Source: an optimization exercise on an open RTL-to-GDS flow (aim: small area, a short achievable clock period and few clock cycles). Production flows keep margins and buffers that such runs may drop. No functional check of the RTL was part of any run shown here.

<file path="design.v">
`default_nettype none
package dsf_pkg;
  localparam logic [1:0] OP_FREQ     = 2'd0;
  localparam logic [1:0] OP_AMP      = 2'd1;
  localparam logic [1:0] OP_PHASE    = 2'd2;
  localparam logic [1:0] OP_FREQ_ALL = 2'd3;
  localparam logic [6:0] SELECT_ADDR_RESET = 7'd0;
  localparam logic [6:0] FREQ_ADDR_RESET   = 7'd4;
  localparam logic [6:0] AMP_ADDR_RESET    = 7'd6;
  localparam logic [6:0] PHASE_ADDR_RESET  = 7'd5;
  localparam logic [20:0] DIV_FREQ = 21'd1953125;
  localparam logic [20:0] DIV_PHASE = 21'd1474560;
  localparam logic [24:0] PHASE_FULL = 25'd23592960;
  localparam logic [24:0] PHASE_TOP  = 25'd23593680;
endpackage
`default_nettype wire
`default_nettype none
module dsf_calc (
  input  wire logic        phase,
  input  wire logic [20:0] a,
  input  wire logic        din,
  output logic [20:0]      a_next,
  output logic             q
);
  logic [21:0] x;
  logic [21:0] d;
  logic [21:0] diff;
  assign x      = {a, din};
  assign d      = {1'b0, phase ? dsf_pkg::DIV_PHASE : dsf_pkg::DIV_FREQ};
  assign diff   = x - d;
  assign q      = (x >= d);
  assign a_next = q ? diff[20:0] : x[20:0];
endmodule
`default_nettype wire
`default_nettype none
module dds_spi_command_framer_core (
  input  wire logic        clk,
  input  wire logic        rst,
  input  wire logic        cmd_valid,
  output logic             cmd_ready,
  input  wire logic [1:0]  cmd_op,
  input  wire logic [2:0]  cmd_channel,
  input  wire logic [28:0] cmd_frequency_hz,
  input  wire logic [15:0] cmd_amplitude_word,
  input  wire logic [25:0] cmd_phase_deg_q16,
  output logic             spi_valid,
  input  wire logic        spi_ready,
  output logic [7:0]       spi_byte,
  output logic             spi_frame_end,
  output logic             spi_last,
  input  wire logic        cfg_wr_en,
  input  wire logic [1:0]  cfg_index,
  input  wire logic [6:0]  cfg_data
);
  localparam int STEPS = 5;
  logic [6:0]  sel_addr, freq_addr, amp_addr, phase_addr;
  logic        busy;
  logic [1:0]  op;
  logic [1:0]  ch;
  logic [2:0]  idx;
  logic [20:0] a;
  logic [31:0] q;
  logic        out_valid;
  logic [7:0]  out_byte;
  logic        out_frame_end;
  logic        out_last;
  logic        adv;
  logic        dv;
  logic [2:0]  lidx;
  logic        pair_end;
  logic        cmd_end;
  logic        take;
  logic        keep;
  logic        step_en;
  logic [6:0]  val_addr;
  logic [7:0]  byte_next;
  logic [20:0] sa [STEPS+1];
  logic [31:0] sq [STEPS+1];
  logic [24:0] ph_clamp;
  logic [24:0] ph_num;
  logic [20:0] a_init;
  logic [31:0] q_init;
  always_ff @(posedge clk) begin
    if (rst) begin
      sel_addr   <= dsf_pkg::SELECT_ADDR_RESET;
      freq_addr  <= dsf_pkg::FREQ_ADDR_RESET;
      amp_addr   <= dsf_pkg::AMP_ADDR_RESET;
      phase_addr <= dsf_pkg::PHASE_ADDR_RESET;
    end else if (cfg_wr_en) begin
      case (cfg_index)
        2'd0: sel_addr   <= cfg_data;
        2'd1: freq_addr  <= cfg_data;
        2'd2: amp_addr   <= cfg_data;
        default: phase_addr <= cfg_data;
      endcase
    end
  end
  assign adv      = !out_valid || spi_ready;
  assign dv       = (op == dsf_pkg::OP_FREQ) || (op == dsf_pkg::OP_PHASE) ||
                    ((op == dsf_pkg::OP_FREQ_ALL) && (ch == 2'd0));
  assign pair_end = (idx == lidx);
  assign cmd_end  = pair_end && ((op != dsf_pkg::OP_FREQ_ALL) || (ch == 2'd3));
  assign cmd_ready = !busy || (adv && cmd_end);
  assign take     = cmd_valid && cmd_ready;
  assign keep     = (cmd_op == dsf_pkg::OP_FREQ_ALL) || !cmd_channel[2];
  assign step_en  = busy && adv && dv;
  always_comb begin
    case (op)
      dsf_pkg::OP_AMP:   lidx = 3'd5;
      dsf_pkg::OP_PHASE: lidx = 3'd4;
      default:           lidx = 3'd6;
    endcase
  end
  always_comb begin
    case (op)
      dsf_pkg::OP_AMP:   val_addr = amp_addr;
      dsf_pkg::OP_PHASE: val_addr = phase_addr;
      default:           val_addr = freq_addr;
    endcase
  end
  assign sa[0] = a;
  assign sq[0] = q;
  for (genvar i = 0; i < STEPS; i++) begin : g_step
    logic din;
    logic qb;
    if (i == STEPS - 1) begin : g_last
      assign din = sq[i][31] && (idx != 3'd6);
    end else begin : g_mid
      assign din = sq[i][31];
    end
    dsf_calc u_step (
      .phase  (op == dsf_pkg::OP_PHASE),
      .a      (sa[i]),
      .din    (din),
      .a_next (sa[i+1]),
      .q      (qb)
    );
    assign sq[i+1] = {sq[i][30:0], qb};
  end
  always_comb begin
    if (cmd_phase_deg_q16[25]) begin
      ph_clamp = '0;
    end else if (cmd_phase_deg_q16[24:0] > dsf_pkg::PHASE_FULL) begin
      ph_clamp = dsf_pkg::PHASE_FULL;
    end else begin
      ph_clamp = cmd_phase_deg_q16[24:0];
    end
    ph_num = dsf_pkg::PHASE_TOP - ph_clamp;
  end
  always_comb begin
    case (cmd_op)
      dsf_pkg::OP_PHASE: begin
        a_init = {5'd0, ph_num[24:9]};
        q_init = {ph_num[8:0], 23'd0};
      end
      dsf_pkg::OP_AMP: begin
        a_init = {3'd0, cmd_frequency_hz[28:11]};
        q_init = {8'h00, cmd_amplitude_word[15:8] | 8'h10, cmd_amplitude_word[7:0], 8'h00};
      end
      default: begin
        a_init = {3'd0, cmd_frequency_hz[28:11]};
        q_init = {cmd_frequency_hz[10:0], 21'd0};
      end
    endcase
  end
  always_comb begin
    case (idx)
      3'd0:    byte_next = {1'b0, sel_addr};
      3'd1:    byte_next = 8'h10 << ch;
      3'd2:    byte_next = {1'b0, val_addr};
      3'd3:    byte_next = dv ? q[11:4] : q[31:24];
      3'd4:    byte_next = dv ? q[8:1]  : q[23:16];
      3'd5:    byte_next = dv ? sq[2][7:0] : q[15:8];
      default: byte_next = dv ? sq[5][7:0] : q[7:0];
    endcase
  end
  always_ff @(posedge clk) begin
    if (rst) begin
      busy      <= 1'b0;
      out_valid <= 1'b0;
    end else begin
      if (adv) begin
        out_valid <= busy;
      end
      if (cmd_ready) begin
        busy <= cmd_valid && keep;
      end
    end
  end
  always_ff @(posedge clk) begin
    if (take) begin
      op  <= cmd_op;
      ch  <= (cmd_op == dsf_pkg::OP_FREQ_ALL) ? 2'd0 : cmd_channel[1:0];
      idx <= 3'd0;
      a   <= a_init;
      q   <= q_init;
    end else begin
      if (busy && adv) begin
        if (pair_end) begin
          idx <= 3'd0;
          ch  <= ch + 2'd1;
        end else begin
          idx <= idx + 3'd1;
        end
      end
      if (step_en) begin
        a <= sa[STEPS];
        q <= sq[STEPS];
      end
    end
  end
  always_ff @(posedge clk) begin
    if (busy && adv) begin
      out_byte      <= byte_next;
      out_frame_end <= (idx == 3'd1) || pair_end;
      out_last      <= cmd_end;
    end
  end
  assign spi_valid     = out_valid;
  assign spi_byte      = out_byte;
  assign spi_frame_end = out_frame_end;
  assign spi_last      = out_last;
endmodule
`default_nettype wire
</file>
<file path="run.sh">
#!/bin/bash
# synth_recipe.tcl (not shown) runs the flow's synth.tcl, then flattens the netlist and writes it again
# the make line also repeats each setting of config.mk as NAME=value (left out here)
make -C /OpenROAD-flow-scripts/flow DESIGN_CONFIG=/design/flow/config.mk WORK_HOME=/design/flow/orfs CLKGATE_MAP_FILE= SYNTH_SCRIPT=/design/flow/synth_recipe.tcl finish
</file>
<file path="config.mk">
export PLATFORM = sky130hd
export DESIGN_NAME = dds_spi_command_framer_core
export DESIGN_NICKNAME = dds_spi_command_framer_core
export VERILOG_FILES = /design/flow/design.v
export SDC_FILE = /design/flow/constraint.sdc
export NUM_CORES = 4
export LEC_CHECK = 0
export CAP_MARGIN = 20
export CORE_MARGIN = 2
export CORE_UTILIZATION = 40
export SLEW_MARGIN = 20
</file>
<file path="constraint.sdc">
create_clock -name core_clock -period 10.0 [get_ports {clk}]
set_input_delay 2.0000 -clock core_clock [delete_from_list [all_inputs] [get_ports {clk}]]
set_output_delay 2.0000 -clock core_clock [all_outputs]
set_load 0.01 [all_outputs]
</file>
==> metrics.md, run 1 <==
| Metric | Value |
|---|---|
| Outcome | finished with violations |
| Failed layout checks | setup timing |
| Worst path slowest cell | or4_4 |
| FMAX | roughly 94 MHz |
| Worst-skew pair later-pin latency | 360 ps |
| Final setup fails | 23 |
| DP Wirelength | 45900 um |
| Buffers added on ports | 100 |
| Post-synth EDFFs | between 60 and 70 |
| Pre-CTS setup slack | -1180 ps |
| Rows | roughly 70 |
| DR vias/cell | between 5 and 6 |
| Post-Syn Instances | 1871 |
| First-pass detailed-route iteration total | 5 |
| RR Startpoint | op[0] |
| Die extent in y | about 190 um |
| Final worst-path cycle share | 107% |
| FF/Latch Area | 2670 um^2 |
| Final hold violations | 0 |
| Placed cell count | ~2800 |
| CP Class | reg -> reg |
| Post-CTS Hold Buffers | 0 |
| DR vias | around 17000 |
| CP most frequent cell | ha_4 |
| Initial DRC count | approximately 1400 |
| Post-synthesis sequential area ratio | around 19% |
| Initial antenna violation count | 1 |
| Final Non-Filler Cells | about 2900 |
| Root buffer cell | clkbuf_16 |
| Start point of the critical path | op[0] |
| Worst Tran Pin Value | 1040 ps |
| Max-slew violation count | 0 |
| Core area | between 30000 and 40000 um^2 |
| Routed WL | ~60000 um |
| Global-route wire length before repair | 92300 um |
| Crit path DAT | roughly 11000 ps |
| GRT Total Usage | between 30 and 40% |
| DIE AREA | ~38000 um^2 |
| Clock sinks | 100 |
| Number of remaining DRC errors | 0 |
| Initial core utilization | 40.6% |
| Htree depth | 3 |
| Hold_sp | amp_addr[0] |
| Layout cells sized above 1 | a little over a third |
| TritonCTS buffer count | 9 |
| RSZ-0062 raised after global routing | true |
| FILL cells | approximately 3200 |
| Post-Syn Area | between 10000 and 15000 um^2 |
| Skew final | 7.32 ps |
| Routed Antenna Nets | 0 |
| Syn_nets | roughly 2000 |
| TritonCTS clock tree | done |
| CP Data Required Time | ~10000 ps |
| Vias in the first global route | 16800 |
| Pin count of the biggest net entering global routing | slightly above 60 |
| Worst-path fanout max | 6 |
| GRT overflow | 0 |
| Critical Path Sink Type | flip-flop |
| Clk buf depth | 2 |
| Drt wl/cell | slightly above 20 um |
| Area Growth Syn to Fin | 48.8% |
| Worst-path clk slew | approximately 70 ps |
| Synth unique cells | ~130 |
| Asr flop ratio synth | 0% |
| Final RePlAce weighted congestion | between 0.9 and 1 |
| Die W | approximately 190 um |
| Most used DFF post-synth | edfxtp_1 |
| Worst path max stage delay | 500 ps |
| Synth Register Bits | 100 |
| Layout Nets | around 2600 |
| I/O pin total | approximately 100 |
| CP Launch Type | flip-flop |
| Max cap viols | 0 |
| Synth Area per Inst | roughly 7.7 um^2 |
| Slew HR | 30.6% |
| Area of the multi-input gates | between 10000 and 15000 um^2 |
| Synth warn | 5 |
| Post-layout minimum cycle time | around 11000 ps |
| Final worst slack | -655 ps |
| Worst Hold Class | reg -> reg |
## per-stage QoR
stage / util (%) / hold slack (ps) / cell area [um^2] / setup TNS, ps
after floorplan: - / 436 / 14800 / -44340
after global placement: 54.9 / 441 / 19500 / -23640
after detailed placement: 54.9 / 448 / 19500 / -23790
after CTS: 58.7 / 458 / 20800 / -9830
after global routing: 60.4 / 484 / 21400 / -23320
final: 60.4 / 456 / 21400 / -13140
## sequential cells by signal, indices dropped and copies added, names as in the netlist
signal         flops
q                 32
a                 21
out_byte           8
amp_addr           7
freq_addr          7
phase_addr         7
sel_addr           7
idx                3
ch                 2
op                 2
busy               1
out_frame_end      1
out_last           1
out_valid          1
## what timing repair did
| item | in CTS | in global routing |
|---|---|---|
| pin swaps | 90 | 81 |
| cloned | 2 | 0 |
| setup buffers | 50 | 36 |
| setup endpoints to repair | 23 | 23 |
| resized for setup | 121 | 68 |
## logic make-up (layout without fill, tap and decap cells)
logic type | Yosys count | count (layout) | share of synthesized area (%)
AND/OR/NAND/NOR | 726 | 726 | 25.3
AO/OA/AOI/OAI | 630 | 630 | 32.8
buffers and inverters | 167 | 738 | 5.08
XOR/XNOR | 161 | 161 | 11.2
flip-flops | 100 | 100 | 18.6
adder cells (fa/ha/maj) | 48 | 48 | 4.17
multiplexers | 39 | 39 | 2.92
other | 0 | 1 | 0
## worst paths after layout
kind,to,slack (ps),cells after the start
setup / recovery,a[11],-660,58
hold / removal,amp_addr[0],460,2
setup reg to reg,a[11],-660,58
hold reg to reg,amp_addr[0],460,2
## worst max-delay path: cells and delay by family (launching register included)
kind	cells	cell delay (ps)
AOI/OAI and AO/OA	14	2690
xor gates and xnor gates	4	580
adders and majority gates	6	1710
buffers and inverters	10	1250
DFF	1	430
muxes	4	810
and+or+nand+nor	20	2830
## synthesized netlist by cell type (all sizes together), types with 13 or more instances
| cell | instances | area (um^2) |
|---|---|---|
| a211oi | 42 | 380 |
| a21o | 18 | 135 |
| a21oi | 163 | 865 |
| a221oi | 31 | 325 |
| a22oi | 18 | 135 |
| a31oi | 26 | 211 |
| and2 | 32 | 205 |
| and3 | 25 | 156 |
| buf | 53 | 303 |
| clkbuf | 64 | 240 |
| dfxtp | 33 | 661 |
| edfxtp | 67 | 2010 |
| ha | 48 | 601 |
| inv | 48 | 180 |
| mux2i | 30 | 304 |
| nand2 | 229 | 885 |
| nand2b | 23 | 144 |
| nand3 | 65 | 325 |
| nand4 | 17 | 106 |
| nor2 | 174 | 661 |
| nor2b | 23 | 144 |
| nor3 | 47 | 267 |
| nor4 | 16 | 130 |
| o211ai | 28 | 248 |
| o21ai | 107 | 547 |
| o22ai | 15 | 106 |
| o311ai | 13 | 154 |
| o31ai | 13 | 121 |
| or3 | 16 | 110 |
| xnor2 | 111 | 1010 |
| xor2 | 41 | 400 |
## per-layer routing
layer  share of wire (%)  GRT usage [%]  vias up
met5                   0              0        -
met4                 4.2           12.8        0
met3                 5.0           2.05      145
met2                  49           53.2      686
met1                  42           39.3     8320
li1                    -              -     8174
## placed cells by master, fill, tap and decap left out, types with 12 or more instances in the layout
master,netlist,routed
nand4_1,17,17
ha_1,48,31
a21oi_1,154,131
o22ai_1,13,12
nand2_1,225,216
o21ai_0,91,76
xnor2_2,5,17
and3_1,25,20
nor2b_1,23,21
xnor2_1,106,91
nand3b_1,12,12
mux2i_1,29,24
o21ai_1,13,22
a31oi_1,21,19
a211oi_2,8,13
a221oi_1,26,24
inv_1,46,45
a21oi_2,7,24
a22oi_1,18,18
ha_4,0,12
buf_6,6,18
or3_1,14,12
a211oi_1,32,25
o31a_1,12,12
o211ai_1,24,24
and2_1,30,28
nor3_1,42,39
xor2_1,37,36
nand3_1,65,60
dfxtp_1,33,33
edfxtp_1,67,67
a21o_1,18,17
buf_4,7,543
nand2b_1,23,20
nor2_1,171,161
clkdlybuf4s50_1,0,100
## area by class of cell
cell class	instances	area share, %
Sequential cell	100	12.5
Timing Repair Buffer	672	25.6
Clock buffer	10	1.07
Inverter	50	0.911
Clock inverter	6	0.350
Multi-Input combinational cell	1604	56.9
Tap cell	461	2.69
Antenna cell	1	0.0117
==> inputs of run 2 (changes only) <==
--- a/design.v
+++ b/design.v
@@ -22,14 +22,70 @@
   output logic [20:0]      a_next,
   output logic             q
 );
-  logic [21:0] x;
-  logic [21:0] d;
-  logic [21:0] diff;
-  assign x      = {a, din};
-  assign d      = {1'b0, phase ? dsf_pkg::DIV_PHASE : dsf_pkg::DIV_FREQ};
-  assign diff   = x - d;
-  assign q      = (x >= d);
-  assign a_next = q ? diff[20:0] : x[20:0];
+  localparam int W = 22;
+  localparam logic [W-1:0] DF = {1'b0, dsf_pkg::DIV_FREQ};
+  localparam logic [W-1:0] DP = {1'b0, dsf_pkg::DIV_PHASE};
+  logic [W-1:0] x;
+  logic [W:0]   bf;      
+  logic [W:0]   bp;      
+  logic         gef, gep;
+  assign x = {a, din};
+  always_comb begin
+    logic [W-1:0] g, p, g2, p2;
+    for (int i = 0; i < W; i++) begin
+      g[i] = DF[i] ? !x[i] : 1'b0;
+      p[i] = DF[i] ? 1'b1 : !x[i];
+    end
+    for (int s = 1; s < W; s = s * 2) begin
+      for (int i = 0; i < W; i++) begin
+        if (i >= s) begin
+          g2[i] = g[i] | (p[i] & g[i-s]);
+          p2[i] = p[i] & p[i-s];
+        end else begin
+          g2[i] = g[i];
+          p2[i] = p[i];
+        end
+      end
+      g = g2;
+      p = p2;
+    end
+    bf[0] = 1'b0;
+    for (int i = 0; i < W; i++) bf[i+1] = g[i];
+  end
+  always_comb begin
+    logic [W-1:0] g, p, g2, p2;
+    for (int i = 0; i < W; i++) begin
+      g[i] = DP[i] ? !x[i] : 1'b0;
+      p[i] = DP[i] ? 1'b1 : !x[i];
+    end
+    for (int s = 1; s < W; s = s * 2) begin
+      for (int i = 0; i < W; i++) begin
+        if (i >= s) begin
+          g2[i] = g[i] | (p[i] & g[i-s]);
+          p2[i] = p[i] & p[i-s];
+        end else begin
+          g2[i] = g[i];
+          p2[i] = p[i];
+        end
+      end
+      g = g2;
+      p = p2;
+    end
+    bp[0] = 1'b0;
+    for (int i = 0; i < W; i++) bp[i+1] = g[i];
+  end
+  assign gef = !bf[W];
+  assign gep = !bp[W];
+  assign q   = phase ? gep : gef;
+  always_comb begin
+    for (int i = 0; i < W - 1; i++) begin
+      if (phase) begin
+        a_next[i] = x[i] ^ (gep & (DP[i] ^ bp[i]));
+      end else begin
+        a_next[i] = x[i] ^ (gef & (DF[i] ^ bf[i]));
+      end
+    end
+  end
 endmodule
 `default_nettype wire
 `default_nettype none
==> metrics.md, run 2 <==
| Metric | Value |
|---|---|
| Cell Area, Placed | 13000 um^2 (-33%) |
| Post-synthesis sequential area ratio | 25.4% (+6.8 points) |
| Post-synthesis mux area share | 3.69% (+0.77 points) |
| Post-synth EDFFs | 67 (unchanged) |
| DR vias | 11800 (-32%) |
| Worst-skew pair later-pin latency | 360 ps (about the same) |
| Setup TNS | -39.6 ps (+13100 ps) |
| Worst Hold Class | reg -> reg |
| Most crowded layer after global routing | met2 |
| Synth unique cells | 106 (-17%) |
| Post-layout minimum cycle time | 10030 ps (-622 ps) |
| Top reg by flops | q |
| TritonCTS clock tree | done |
| Max reg flops | 32 (unchanged) |
| Critical Path Sink Type | flip-flop |
| Final worst-path cycle share | 100% (-6.2 points) |
| Routed WL | 38300 um (-36%) |
| Post-Syn Area | 10500 um^2 (-27%) |
| Adder-cell share of the synthesized area | 2.85% (-1.3 points) |
| Buffers added on ports | 100 (unchanged) |
| Syn_nets | 1470 (-27%) |
| Routed Antenna Nets | 0 (unchanged) |
| Met2 Track Usage GR | 43.9% (-9.2 points) |
| Clk buf depth | 2 (unchanged) |
| Most frequent cells in the layout | buf_4 (233), nand2_1 (165), nor2_1 (141), clkdlybuf4s50_1 (99), a21oi_1 (93) |
| First-pass detailed-route iteration total | 8 (+3) |
| Skew final | 13.0 ps (+5.71 ps) |
| Asr flop ratio synth | 0% (unchanged) |
| Commonest non-fill, non-tap cell in the layout | buf_4 |
| Rows | 59 (-14%) |
| Met1 Use GR | 36.5% (-2.7 points) |
| Number of remaining DRC errors | 0 (unchanged) |
| Htree depth | 3 (unchanged) |
| GRT overflow | 0 (unchanged) |
| FILL cells | 2463 (-23%) |
| Post-Syn Instances | 1356 (-28%) |
| Synth area leaders | edfxtp_1 (19%), dfxtp_1 (6.3%), nand2_1 (6.1%) |
| Compound-Gate Fraction of Synth Area | 30.7% (-2.1 points) |
| CP most frequent cell | buf_4 |
| Max-slew violation count | 0 (unchanged) |
| Grt met3 use | 2.17% (+0.12 points) |
| Worst r2r dst | a[5] |
| Area leader, netlist | edfxtp_1 |
| Core area | 26000 um^2 (-27%) |
| Hold_sp | phase_addr[4] |
| Drt wl/cell | 19.4 um (-5.8%) |
| Die extent in y | 166 um (-14%) |
| Leading cell types by count after synthesis | nand2_1 (170), nor2_1 (149), a21oi_1 (100) |
| RR Startpoint | a[16] |
| Global-route wire length before repair | 58800 um (-36%) |
| DIE AREA | 27700 um^2 (-26%) |
| Slew HR | 34.8% (+4.2 points) |
| Worst Tran Pin Value | 972 ps (-65.5 ps) |
| Post-synthesis xor/xnor area fraction | 8.44% (-2.8 points) |
| Final worst slack | -33.0 ps (+622 ps) |
| Register-to-Register Path Depth | 53 (-8.6%) |
| TritonCTS buffer count | 9 (unchanged) |
| Final setup fails | 2 (-91%) |
| Outcome | finished with violations |
| Initial DRC count | 1036 (-28%) |
| Synth Area per Inst | 7.77 um^2 (+1.0%) |
| Simple-gate portion of the synthesized area | 24.4% (-0.86 points) |
| CP Launch Type | flip-flop |
| Synth warn | 6 (+1) |
| Clock sinks | 100 (unchanged) |
| Finished Cell Area | 14200 um^2 (-34%) |
| Crit path DAT | 10130 ps (-600 ps) |
| Initial core utilization | 40.6% (about the same) |
| Biggest regs | q (32), a (21), out_byte (8) |
| Max cap viols | 0 (unchanged) |
| Layout Nets | 1747 (-32%) |
| I/O pin total | 102 (unchanged) |
| RSZ-0062 raised after global routing | true |
| Most used DFF post-synth | edfxtp_1 |
| Final RePlAce weighted congestion | 0.920 (-4.2%) |
| Worst path slowest cell | o41a_1 |
| Vias in the first global route | 11000 (-35%) |
| Main combinational cell family by area after synthesis | compound AO/OA/AOI/OAI gates |
| Layout cells sized above 1 | 23.1% (-12 points) |
| Hold Path Cell Cnt | 2 (unchanged) |
| Failed layout checks | setup timing |
| Initial antenna violation count | 0 (-1) |
| Hold Path End | phase_addr[4] |
| DP Wirelength | 28600 um (-38%) |
| CP Data Required Time | 10100 ps (+20 ps) |
| Root buffer cell | clkbuf_16 |
| Worst-path fanout max | 7 (+1) |
| Most common cell in the netlist | nand2_1 |
| Synth top area share | 19.1% (+5.1 points) |
| DR vias/cell | 5.98 (+0.27%) |
| Area Growth Syn to Fin | 35.0% |
| Start point of the critical path | a[16] |
| Die W | 166 um (-14%) |
| Synth Register Bits | 100 (unchanged) |
| Inserted Diodes | 0 (-1) |
| Worst path max stage delay | 480 ps (-20 ps) |
| GRT Total Usage | 26.2% (-4.4 points) |
| FMAX | 99.7 MHz (+6.2%) |
| Flop2flop setup slack | -30 ps (+620 ps) |
| Worst-path clk slew | 80 ps (about the same) |
| Pin count of the biggest net entering global routing | 63 (+1.6%) |
| Final hold violations | 0 (unchanged) |
| CP Class | reg -> reg |
run 2: cell count changes in the layout (fill, tap and decap cells not counted), sizes merged, moves of 11 or more:
cell	previous run	this run
a21oi	163	101
a221oi	31	15
and2	32	11
buf	572	239
ha	48	24
nand2	229	170
nand3	65	49
nor2	174	151
nor2b	23	12
nor3	47	34
o21ai	107	76
xnor2	111	68
run 2: cell type report:
cell class                      count  area (um^2)  share of cell area [%]
Clock buffer                       11          254                    1.79
Clock inverter                      5         53.8                   0.378
Inverter                           39          146                    1.03
Multi-Input combinational cell   1145         7880                    55.4
Sequential cell                   100         2670                    18.8
Tap cell                          335          419                    2.95
Timing Repair Buffer              338         2800                    19.7
run 2: worst max path at each step:
stage,to,slack [ps],cells after the start
finish,a[5],-30,53
global route,a[5],-300,54
CTS,a[5],10,56
detailed placement,a[5],-390,54
global placement,a[5],-290,54
floorplan,a[5],-120,54
run 2: what timing repair did:
item,4_1_cts,5_1_grt
pin swaps,25,26
gates cloned,0,1
endpoints found under the setup margin,23,23
setup buffers,58,17
hold buffers,0,0
gates resized for setup,27,47
run 2: critical path: cells and delay by family, from the launching register on:
kind	cells	cell delay (ps)
AND/OR/NAND/NOR	11	1580
flip-flops	1	450
buffers and inverters	17	2300
AO/OA/AOI/OAI	20	4430
adder cells (fa/ha/maj)	3	530
multiplexers	1	390
XOR/XNOR	1	80
run 2: kinds of logic after synthesis:
logic type | after synthesis
AOI/OAI and AO/OA | 448
buffers and inverters | 111
and+or+nand+nor | 536
DFF | 100
muxes | 38
xor gates and xnor gates | 99
adders and majority gates | 24
run 2: per-layer routing:
metal,up-vias,part of all wire (%)
li1,5641,-
met1,5684,45
met2,407,47
met3,70,5.7
met4,0,2.5
met5,-,0
run 2: stage by stage:
step | hold WS [ps] | worst slack [ps] | utilization (%) | instances
final | 461 | -33.0 | 54.8 | 1973
after CTS | 467 | 9.85 | 53.3 | 1955
after floorplan | 436 | -116 | - | 1356
after global placement | 445 | -290 | 49.9 | 1882
after detailed placement | 450 | -390 | 49.9 | 1882
after global routing | 483 | -298 | 54.8 | 1973
==> inputs of run 3 (changes only) <==
--- a/config.mk
+++ b/config.mk
@@ -5,6 +5,7 @@
 export SDC_FILE = /design/flow/constraint.sdc
 export NUM_CORES = 4
 export LEC_CHECK = 0
+export ABC_AREA = 1
 export CAP_MARGIN = 20
 export CORE_MARGIN = 2
 export CORE_UTILIZATION = 40
==> metrics.md, run 3 <==
| Metric | Value |
|---|---|
| Outcome | complete, no violations |
| Most used DFF post-synth | edfxtp_1 |
| Synth unique cells | 55 (-48%) |
| I/O pin total | 102 (unchanged) |
| Worst path max stage delay | 600 ps (+120 ps) |
| DR vias | 11400 (-3.7%) |
| Initial DRC count | 847 (-18%) |
| Crit path DAT | 8820 ps (-1310 ps) |
| Initial core utilization | 40.7% (+0.097 points) |
| Worst-path fanout max | 11 (+4) |
| Layout Nets | 1919 (+9.8%) |
| Leading cell types by count after synthesis | nand2_1 (552), inv_1 (226), nand3_1 (177) |
| FMAX | 115 MHz (+15%) |
| Synth Area per Inst | 5.93 um^2 (-24%) |
| CP Data Required Time | 10090 ps (about the same) |
| Die extent in y | 164 um (-1.4%) |
| Inserted Diodes | 0 (unchanged) |
| Worst-skew pair later-pin latency | 350 ps (about the same) |
| Area of the multi-input gates | 6420 um^2 (-19%) |
| Synth warn | 6 (unchanged) |
| Post-Syn Area | 10200 um^2 (-2.9%) |
| Post-Syn Instances | 1726 (+27%) |
| Largest delay share family, worst path | simple AND/OR/NAND/NOR gates |
| Area leader, netlist | nand2_1 |
| First-pass detailed-route iteration total | 5 (-3) |
| Root buffer cell | clkbuf_16 |
| Final setup fails | 0 (-2) |
| Number of remaining DRC errors | 0 (unchanged) |
| Die W | 164 um (-1.4%) |
| Final RePlAce weighted congestion | 0.915 (-0.50%) |
| DIE AREA | 26900 um^2 (-2.8%) |
| Pin count of the biggest net entering global routing | 63 (unchanged) |
| Core Util, Final | 47.0% (-7.8 points) |
| Setup TNS | 0 ps (+39.6 ps) |
| Final worst-path cycle share | 87.3% (-13 points) |
| Post-CTS Hold Buffers | 0 (unchanged) |
| Global-route wire length before repair | 52200 um (-11%) |
| Most common cell in the netlist | nand2_1 |
| Max reg flops | 32 (unchanged) |
| Worst Tran Pin Value | 1010 ps (+35.3 ps) |
| TritonCTS buffer count | 9 (unchanged) |
| Commonest non-fill, non-tap cell in the layout | nand2_1 |
| Most frequent cells in the layout | nand2_1 (551), inv_1 (226), nand3_1 (177), nor2_1 (174), o21ai_0 (108) |
| Final hold violations | 0 (unchanged) |
| Asr flop ratio synth | 0% (unchanged) |
| Max-slew violation count | 0 (unchanged) |
| Syn_nets | 1840 (+25%) |
| Vias in the first global route | 10200 (-6.9%) |
| Htree depth | 3 (unchanged) |
| Worst Hold Class | reg -> reg |
| Synth top area share | 20.2% (+1.1 points) |
| Post-CTS Setup Bufs | 0 (-100%) |
| DP Wirelength | 25800 um (-9.5%) |
| Critical Path Sink Type | flip-flop |
| Buffers added on ports | 100 (unchanged) |
| CP Class | reg -> reg |
| Worst-path clk slew | 80 ps (about the same) |
| Rows | 58 (-1.7%) |
| Routed Antenna Nets | 0 (unchanged) |
| Drt wl/cell | 15.3 um (-21%) |
| GRT overflow | 0 (unchanged) |
| Synth area leaders | nand2_1 (20%), edfxtp_1 (20%), nand3_1 (8.7%) |
| Initial antenna violation count | 0 (unchanged) |
| RSZ-0062 raised after global routing | false |
| PostCTS Resize Cnt | 0 (-100%) |
| Clk buf depth | 2 (unchanged) |
| Post-synthesis sequential area ratio | 26.1% (+0.75 points) |
| DR vias/cell | 5.31 (-11%) |
| Post-layout minimum cycle time | 8730 ps (-1300 ps) |
| Number of buffers and inverters on the critical path | 6 (-11) |
| Max cap viols | 0 (unchanged) |
| Synth Register Bits | 100 (unchanged) |
| FILL cells | 2683 (+8.9%) |
| Clock sinks | 100 (unchanged) |
| Biggest regs | q (32), a (21), out_byte (8) |
| GRT Total Usage | 24.4% (-1.7 points) |
| Post-synth EDFFs | 67 (unchanged) |
| CP most frequent cell | nand2_1 |
| Worst path slowest cell | ha_1 |
| Skew final | 15.0 ps (+1.95 ps) |
| TritonCTS clock tree | done |
| Routed WL | 32700 um (-15%) |
| Slew HR | 32.6% (-2.2 points) |
| Core area | 25200 um^2 (-3.1%) |
| FF/Latch Area | 2670 um^2 (unchanged) |
| Area Growth Syn to Fin | 15.6% |
| Top reg by flops | q |
| CP Launch Type | flip-flop |
| Layout cells sized above 1 | 5.80% (-17 points) |
## run 3: worst paths after layout
kind	cells after the start	slack (ps)	to	start
min	2	450	phase_addr[3]	phase_addr[3]
min reg2reg	2	450	phase_addr[3]	phase_addr[3]
max	52	1270	a[1]	op[0]
max reg2reg	52	1270	a[1]	op[0]
## run 3: cells by family (layout without fill, tap and decap cells)
| group | count (synthesis) | in the layout | synth area share (%) |
|---|---|---|---|
| adders and majority gates | 24 | 24 | 2.93 |
| DFF | 100 | 100 | 26.1 |
| xor gates and xnor gates | 8 | 8 | 0.684 |
| and+or+nand+nor | 1024 | 1024 | 43.8 |
| buffers and inverters | 294 | 378 | 11.4 |
| AOI/OAI and AO/OA | 276 | 276 | 15.1 |
## run 3: routing by layer
layer	vias to the layer above	part of all wire (%)	global-route usage, %
met3	45	4.6	1.64
met4	0	3.2	8.65
met5	-	0	0
met1	5187	46	33.3
li1	5805	-	-
met2	325	46	41.0
## run 3: cell type report
cell class                      count  share of cell area [%]
Clock inverter                      7                   0.772
Inverter                          254                    8.06
Clock buffer                        9                    1.90
Timing Repair Buffer              108                    8.97
Multi-Input combinational cell   1332                    54.2
Sequential cell                   100                    22.6
Tap cell                          330                    3.49
## run 3: per-stage QoR
stage | setup WS (ps) | cells | hold slack (ps) | instance area [um^2]
finish | 1270 | 2140 | 454 | 11800
CTS | 1320 | 2140 | 463 | 11800
floorplan | 3050 | 1726 | 424 | 10200
global route | 267 | 2140 | 487 | 11800
global placement | 1490 | 2124 | 439 | 11500
detailed placement | 1370 | 2124 | 443 | 11500
## run 3: worst reg2reg max path: cells and delay by family (launching register included)
kind | cells | cell delay [ps]
adder cells (fa/ha/maj) | 4 | 1280
AND/OR/NAND/NOR | 35 | 4940
buffers and inverters | 6 | 720
XOR/XNOR | 3 | 360
AO/OA/AOI/OAI | 4 | 690
flip-flops | 1 | 500
==> inputs of run 4 (changes only) <==
--- a/config.mk
+++ b/config.mk
@@ -9,4 +9,5 @@
 export CAP_MARGIN = 20
 export CORE_MARGIN = 2
 export CORE_UTILIZATION = 40
+export SETUP_SLACK_MARGIN = 5
 export SLEW_MARGIN = 20
==> metrics.md, run 4 <==
| Metric | Value |
|---|---|
| Synth area leaders | nand2_1 (20%), edfxtp_1 (20%), nand3_1 (8.7%) |
| Core area | 25200 um^2 (unchanged) |
| Worst path slowest cell | edfxtp_1 |
| Most used DFF post-synth | edfxtp_1 |
| Post-Syn Area | 10200 um^2 (unchanged) |
| TritonCTS buffer count | 9 (unchanged) |
| Most frequent cells in the layout | nand2_1 (501), inv_1 (213), nand3_1 (162), nor2_1 (147), buf_4 (111) |
| First-pass detailed-route iteration total | 8 (+3) |
| Synth Area per Inst | 5.93 um^2 (unchanged) |
| Routed Antenna Nets | 0 (unchanged) |
| CP Capture Point | a[6] |
| Post-synthesis sequential area ratio | 26.1% (unchanged) |
| Synth top area share | 20.2% (unchanged) |
| Initial DRC count | 1007 (+19%) |
| Final Non-Filler Cells | 2261 (+5.7%) |
| Worst-skew pair later-pin latency | 360 ps (about the same) |
| Layout Nets | 2040 (+6.3%) |
| Setup TNS | 0 ps (unchanged) |
| Post-synth EDFFs | 67 (unchanged) |
| Die extent in y | 164 um (unchanged) |
| Final setup fails | 0 (unchanged) |
| Number of remaining DRC errors | 0 (unchanged) |
| Final worst-path cycle share | 67.7% (-20 points) |
| Worst-path fanout max | 7 (-4) |
| RR Startpoint | a[8] |
| Start point of the critical path | a[8] |
| Synth warn | 6 (unchanged) |
| Hold_sp | phase_addr[5] |
| Initial antenna violation count | 0 (unchanged) |
| Commonest non-fill, non-tap cell in the layout | nand2_1 |
| RSZ-0062 raised after global routing | true |
| CP Data Required Time | 10110 ps (+20 ps) |
| Worst-path clk slew | 80 ps (about the same) |
| GRT Total Usage | 26.6% (+2.2 points) |
| Post-Syn Instances | 1726 (unchanged) |
| Synth Register Bits | 100 (unchanged) |
| TritonCTS clock tree | done |
| Crit path DAT | 6880 ps (-1940 ps) |
| Inserted Diodes | 0 (unchanged) |
| Max-slew violation count | 0 (unchanged) |
| DR vias | 12000 (+5.9%) |
| Skew final | 14.8 ps (-0.212 ps) |
| Smallest hold slack | 459 ps (+4.38 ps) |
| Synth unique cells | 55 (unchanged) |
| Layout cells sized above 1 | 19.2% (+13 points) |
| Worst path max stage delay | 490 ps (-110 ps) |
| Top reg by flops | q |
| CP Launch Type | flip-flop |
| DIE AREA | 26900 um^2 (unchanged) |
| Clock sinks | 100 (unchanged) |
| Worst r2r dst | a[6] |
| Area leader, netlist | nand2_1 |
| Final RePlAce weighted congestion | 0.938 (+2.4%) |
| Flop2flop setup slack | 3230 ps (+1960 ps) |
| Pin count of the biggest net entering global routing | 56 (-11%) |
| Final hold violations | 0 (unchanged) |
| Rows | 58 (unchanged) |
| Htree depth | 3 (unchanged) |
| Clk buf depth | 2 (unchanged) |
| Vias in the first global route | 11200 (+9.3%) |
| Drt wl/cell | 16.0 um (+4.9%) |
| Routed WL | 36300 um (+11%) |
| Die W | 164 um (unchanged) |
| Worst Tran Pin Value | 1010 ps (+7.00 ps) |
| Outcome | complete, no violations |
| Max cap viols | 0 (unchanged) |
| Most common cell in the netlist | nand2_1 |
| Syn_nets | 1840 (unchanged) |
| I/O pin total | 102 (unchanged) |
| Slew HR | 32.1% (-0.47 points) |
| Area Growth Syn to Fin | 32.7% |
| DP Wirelength | 26100 um (+1.1%) |
| DR vias/cell | 5.32 (+0.28%) |
| CP most frequent cell | nand2_4 |
| Buffers added on ports | 100 (unchanged) |
| Asr flop ratio synth | 0% (unchanged) |
| GRT overflow | 0 (unchanged) |
| Leading cell types by count after synthesis | nand2_1 (552), inv_1 (226), nand3_1 (177) |
| CP Class | reg -> reg |
| Global-route wire length before repair | 56900 um (+8.9%) |
| Register-to-Register Path Depth | 56 (+7.7%) |
| FMAX | 148 MHz (+29%) |
| Root buffer cell | clkbuf_16 |
| Post-layout minimum cycle time | 6770 ps (-1960 ps) |
| Max reg flops | 32 (unchanged) |
| Worst Hold Class | reg -> reg |
| Critical Path Sink Type | flip-flop |
| Placed cell count | 2122 (-0.094%) |
| Initial core utilization | 40.7% (unchanged) |
| Biggest regs | q (32), a (21), out_byte (8) |
==> run 4: cell counts after synthesis <==
Identical to the previous run, type by type.
==> run 4: layout make-up <==
| class | instances | area [um^2] |
|---|---|---|
| Sequential cell | 100 | 2670 |
| Clock buffer | 9 | 225 |
| Timing Repair Buffer | 224 | 2000 |
| Clock inverter | 7 | 78.8 |
| Inverter | 254 | 973 |
| Multi-Input combinational cell | 1336 | 7220 |
| Tap cell | 330 | 413 |
| Fill cell | 2480 | 11600 |
| Timing Repair inverter | 1 | 6.26 |
==> run 4: cells by family (layout without fill, tap and decap cells) <==
kind of cell,after synthesis,count (layout),share of synthesized area [%]
xor+xnor,8,8,0.684
flops,100,100,26.1
buf+inv,294,495,11.4
simple gates,1024,1028,43.8
compound gates,276,276,15.1
fa+ha+maj,24,24,2.93
==> run 4: worst min path at each step <==
stage	to	cells after the start
2_1_floorplan	freq_addr[2]	2
4_1_cts	phase_addr[5]	2
3_5_place_dp	phase_addr[3]	2
3_3_place_gp	phase_addr[5]	2
5_1_grt	phase_addr[6]	2
6_report	phase_addr[5]	2
==> run 4: per-stage QoR <==
stage	utilization, %	setup WS, ps	instance area (um^2)
final	54.0	3230	13600
after global routing	54.0	2920	13600
after CTS	52.1	3470	13100
after detailed placement	46.1	1880	11600
after global placement	46.1	1930	11600
after floorplan	-	3480	10400
==> run 4: worst max-delay path, delay by kind of cell (launching register included) <==
family | cells | cell delay [ps]
simple gates | 41 | 4040
xor+xnor | 2 | 160
fa+ha+maj | 4 | 830
flops | 1 | 490
buf+inv | 6 | 430
compound gates | 3 | 550
==> run 4: timing repair <==
action / in CTS / in global routing
hold endpoints to repair: 0 / 0
pin swaps: 60 / 64
setup endpoints to repair: 26 / 30
cloned: 3 / 2
hold buffers: 0 / 0
buffers inserted: 89 / 29
gates resized for setup: 133 / 74
==> run 4: layer usage <==
layer | vias to the layer above | global-route usage, % | wire [um]
met5 | - | 0 | 0
met4 | 0 | 10.1 | 1300
met3 | 74 | 2.27 | 1880
met2 | 403 | 44.7 | 17100
met1 | 5507 | 35.6 | 16000
li1 | 6054 | - | -
==> inputs of run 5 (changes only) <==
--- a/config.mk
+++ b/config.mk
@@ -9,5 +9,5 @@
 export CAP_MARGIN = 20
 export CORE_MARGIN = 2
 export CORE_UTILIZATION = 40
-export SETUP_SLACK_MARGIN = 5
+export SETUP_SLACK_MARGIN = 3
 export SLEW_MARGIN = 20
==> metrics.md, run 5 <==
| Metric | Value |
|---|---|
| Clock sinks | 100 (unchanged) |
| Global-route wire length before repair | 53800 um (-5.4%) |
| TritonCTS clock tree | done |
| Htree depth | 3 (unchanged) |
| Top Layer Used | met4 |
| DR vias/cell | 5.36 (+0.62%) |
| Met2 wire length | 16100 um (-5.9%) |
| Setup TNS | 0 ps (unchanged) |
| Initial DRC count | 958 (-4.9%) |
| Critical Path Sink Type | flip-flop |
| Simple-gate portion of the synthesized area | 43.8% (unchanged) |
| Root buffer cell | clkbuf_16 |
| Adder-cell share of the synthesized area | 2.93% (unchanged) |
| Buffers added on ports | 100 (unchanged) |
| Slew HR | 32.1% (about the same) |
| Final setup fails | 0 (unchanged) |
| Routed Antenna Nets | 0 (unchanged) |
| Post-Syn Instances | 1726 (unchanged) |
| Post-synth EDFFs | 67 (unchanged) |
| Max-slew violation count | 0 (unchanged) |
| Synth Register Bits | 100 (unchanged) |
| DR vias | 11900 (-1.4%) |
| Post-synthesis mux area share | 0% (unchanged) |
| I/O pin total | 102 (unchanged) |
| Layout cells sized above 1 | 15.2% (-4.0 points) |
| Die extent in y | 164 um (unchanged) |
| Register-to-Register Path Depth | 56 (unchanged) |
| Core area | 25200 um^2 (unchanged) |
| Synth warn | 6 (unchanged) |
| Vias in the first global route | 10600 (-5.0%) |
| Flop2flop setup slack | 3270 ps (+40 ps) |
| Commonest non-fill, non-tap cell in the layout | nand2_1 |
| Layout Nets | 1995 (-2.2%) |
| RSZ-0062 raised after global routing | true |
| Routed WL | 34600 um (-4.6%) |
| Outcome | complete, no violations |
| Final worst-path cycle share | 67.3% (-0.41 points) |
| RR Startpoint | a[8] |
| CP Data Required Time | 10200 ps (+90 ps) |
| CP Launch Type | flip-flop |
| Worst Tran Pin Value | 1010 ps (+0.322 ps) |
| Synth unique cells | 55 (unchanged) |
| Final RePlAce weighted congestion | 0.915 (-2.4%) |
| Asr flop ratio synth | 0% (unchanged) |
| Main combinational cell family by area after synthesis | simple AND/OR/NAND/NOR gates |
| Hold_sp | phase_addr[3] |
| Synth top area share | 20.2% (unchanged) |
| Synth Area per Inst | 5.93 um^2 (unchanged) |
| CP most frequent cell | nand2_2 |
| Biggest regs | q (32), a (21), out_byte (8) |
| Initial antenna violation count | 0 (unchanged) |
| DIE AREA | 26900 um^2 (unchanged) |
| FILL cells | 2596 (+4.7%) |
| Rows | 58 (unchanged) |
| CP Class | reg -> reg |
| Post-CTS Hold Buffers | 0 (unchanged) |
| TritonCTS buffer count | 9 (unchanged) |
| Leading cell types by count after synthesis | nand2_1 (552), inv_1 (226), nand3_1 (177) |
| Worst path max stage delay | 510 ps (+20 ps) |
| Hold Path End | phase_addr[3] |
| Post-synthesis xor/xnor area fraction | 0.684% (unchanged) |
| Syn_nets | 1840 (unchanged) |
| FF/Latch Area | 2670 um^2 (unchanged) |
| FMAX | 149 MHz (+0.62%) |
| Most common cell in the netlist | nand2_1 |
| Final hold violations | 0 (unchanged) |
| Met3 WL | 1710 um (-9.3%) |
| Drt wl/cell | 15.6 um (-2.7%) |
| First-pass detailed-route iteration total | 6 (-2) |
| Max cap viols | 0 (unchanged) |
| Most used DFF post-synth | edfxtp_1 |
| Max reg flops | 32 (unchanged) |
| Area Growth Syn to Fin | 27.5% |
| Crit path DAT | 6920 ps (+40 ps) |
| Most frequent cells in the layout | nand2_1 (506), inv_1 (219), nand3_1 (167), nor2_1 (153), clkdlybuf4s50_1 (100) |
| Hold Path Cell Cnt | 2 (unchanged) |
| Number of remaining DRC errors | 0 (unchanged) |
| Post-Syn Area | 10200 um^2 (unchanged) |
| Area leader, netlist | nand2_1 |
| DP Wirelength | 25800 um (-1.1%) |
| Post-layout minimum cycle time | 6730 ps (-41.4 ps) |
| Top reg by flops | q |
| Worst-path clk slew | 80 ps (about the same) |
| Worst r2r dst | a[19] |
| Worst-path fanout max | 7 (unchanged) |
| Die W | 164 um (unchanged) |
| Compound-Gate Fraction of Synth Area | 15.1% (unchanged) |
| Worst Hold Class | reg -> reg |
| GRT overflow | 0 (unchanged) |
| Area of the multi-input gates | 7020 um^2 (-2.8%) |
| Metal-1 WL | 15500 um (-3.0%) |
| Worst path slowest cell | edfxtp_1 |
| Pin count of the biggest net entering global routing | 63 (+13%) |
| Synth area leaders | nand2_1 (20%), edfxtp_1 (20%), nand3_1 (8.7%) |
| Worst-skew pair later-pin latency | 360 ps (about the same) |
| Post-synthesis sequential area ratio | 26.1% (unchanged) |
| Initial core utilization | 40.7% (unchanged) |
| Clk buf depth | 2 (unchanged) |
| GRT Total Usage | 25.2% (-1.5 points) |
| Skew final | 14.5 ps (-0.277 ps) |
| Inserted Diodes | 0 (unchanged) |
-- run 5: repair_timing --
| item | CTS | global route |
|---|---|---|
| gates cloned | 1 | 5 |
| resized for setup | 69 | 103 |
| buffers inserted | 43 | 27 |
| setup endpoints to repair | 23 | 23 |
| pin swaps | 32 | 64 |
-- run 5: cells by family after synthesis --
kind of cell | after synthesis
buffers and inverters | 294
and+or+nand+nor | 1024
DFF | 100
AOI/OAI and AO/OA | 276
xor gates and xnor gates | 8
adders and majority gates | 24
-- run 5: how the worst max path moves through the flow --
stage,startpoint,to,cells after the start
final,a[8],a[19],56
after global routing,a[8],a[1],59
after CTS,a[8],a[1],58
after detailed placement,op[0],a[1],53
after global placement,op[0],a[1],53
after floorplan,a[12],a[1],58
-- run 5: cell type report --
cell class                 count  share of cell area [%]
clock buffer                   9                    1.73
clock inverter                 7                   0.700
inverter                     254                    7.46
multi-input combinational   1336                    53.8
sequential                   100                    20.5
tap                          330                    3.16
timing repair buffer         179                    12.7
timing repair inverter         1                  0.0479
-- run 5: per-layer routing --
metal	global-route usage, %	vias up
li1	-	5980
met1	33.8	5437
met2	42.3	388
met3	1.79	66
met4	9.77	0
met5	0	-
-- run 5: per-stage QoR --
stage / worst slack (ps) / hold WS [ps] / utilization [%] / cell area, um^2 / instances
2_1_floorplan: 3050 / 424 / - / 10200 / 1726
3_3_place_gp: 1490 / 439 / 45.7 / 11500 / 2124
3_5_place_dp: 1370 / 443 / 45.7 / 11500 / 2124
4_1_cts: 3000 / 463 / 49.4 / 12400 / 2184
5_1_grt: 2800 / 487 / 51.8 / 13100 / 2216
6_report: 3270 / 459 / 51.8 / 13100 / 2216
-- run 5: critical path, delay by kind of cell (launching register included) --
kind | cells | cell delay, ps
and+or+nand+nor | 41 | 4140
buffers and inverters | 6 | 380
adders and majority gates | 4 | 810
AOI/OAI and AO/OA | 4 | 580
DFF | 1 | 510
xor gates and xnor gates | 1 | 110

-- static timing again, ports no longer ideal --
The results above use ideal ports. As a check the final layouts listed here were re-extracted and re-timed, cells and wires unchanged.
Step 1: set_driving_cell puts a clkbuf_16 on clk and a buf_2 on each other input, an assumption about the parent block.
Step 2, shift: input delay + t, output delay - t, t = (earliest + latest rising clock arrival at the registers) / 2. This alone moves slack from input paths to output paths.
Slacks: ideal / step 1 / step 2; pairs: ideal / step 1.
run | t (ns) | setup WS [ns] | clock arrival spread, ns
run 1 | 0.403 | -0.655 / -0.655 / -0.655 | 0.007 / 0.008
run 2 | 0.401 | -0.033 / -0.033 / -0.033 | 0.014 / 0.014
run 3 | 0.394 | 1.271 / 1.271 / 1.271 | 0.015 / 0.016
run 4 | 0.402 | 3.231 / 3.231 / 3.231 | 0.015 / 0.015
run 5 | 0.395 | 3.273 / 3.273 / 3.273 | 0.015 / 0.015
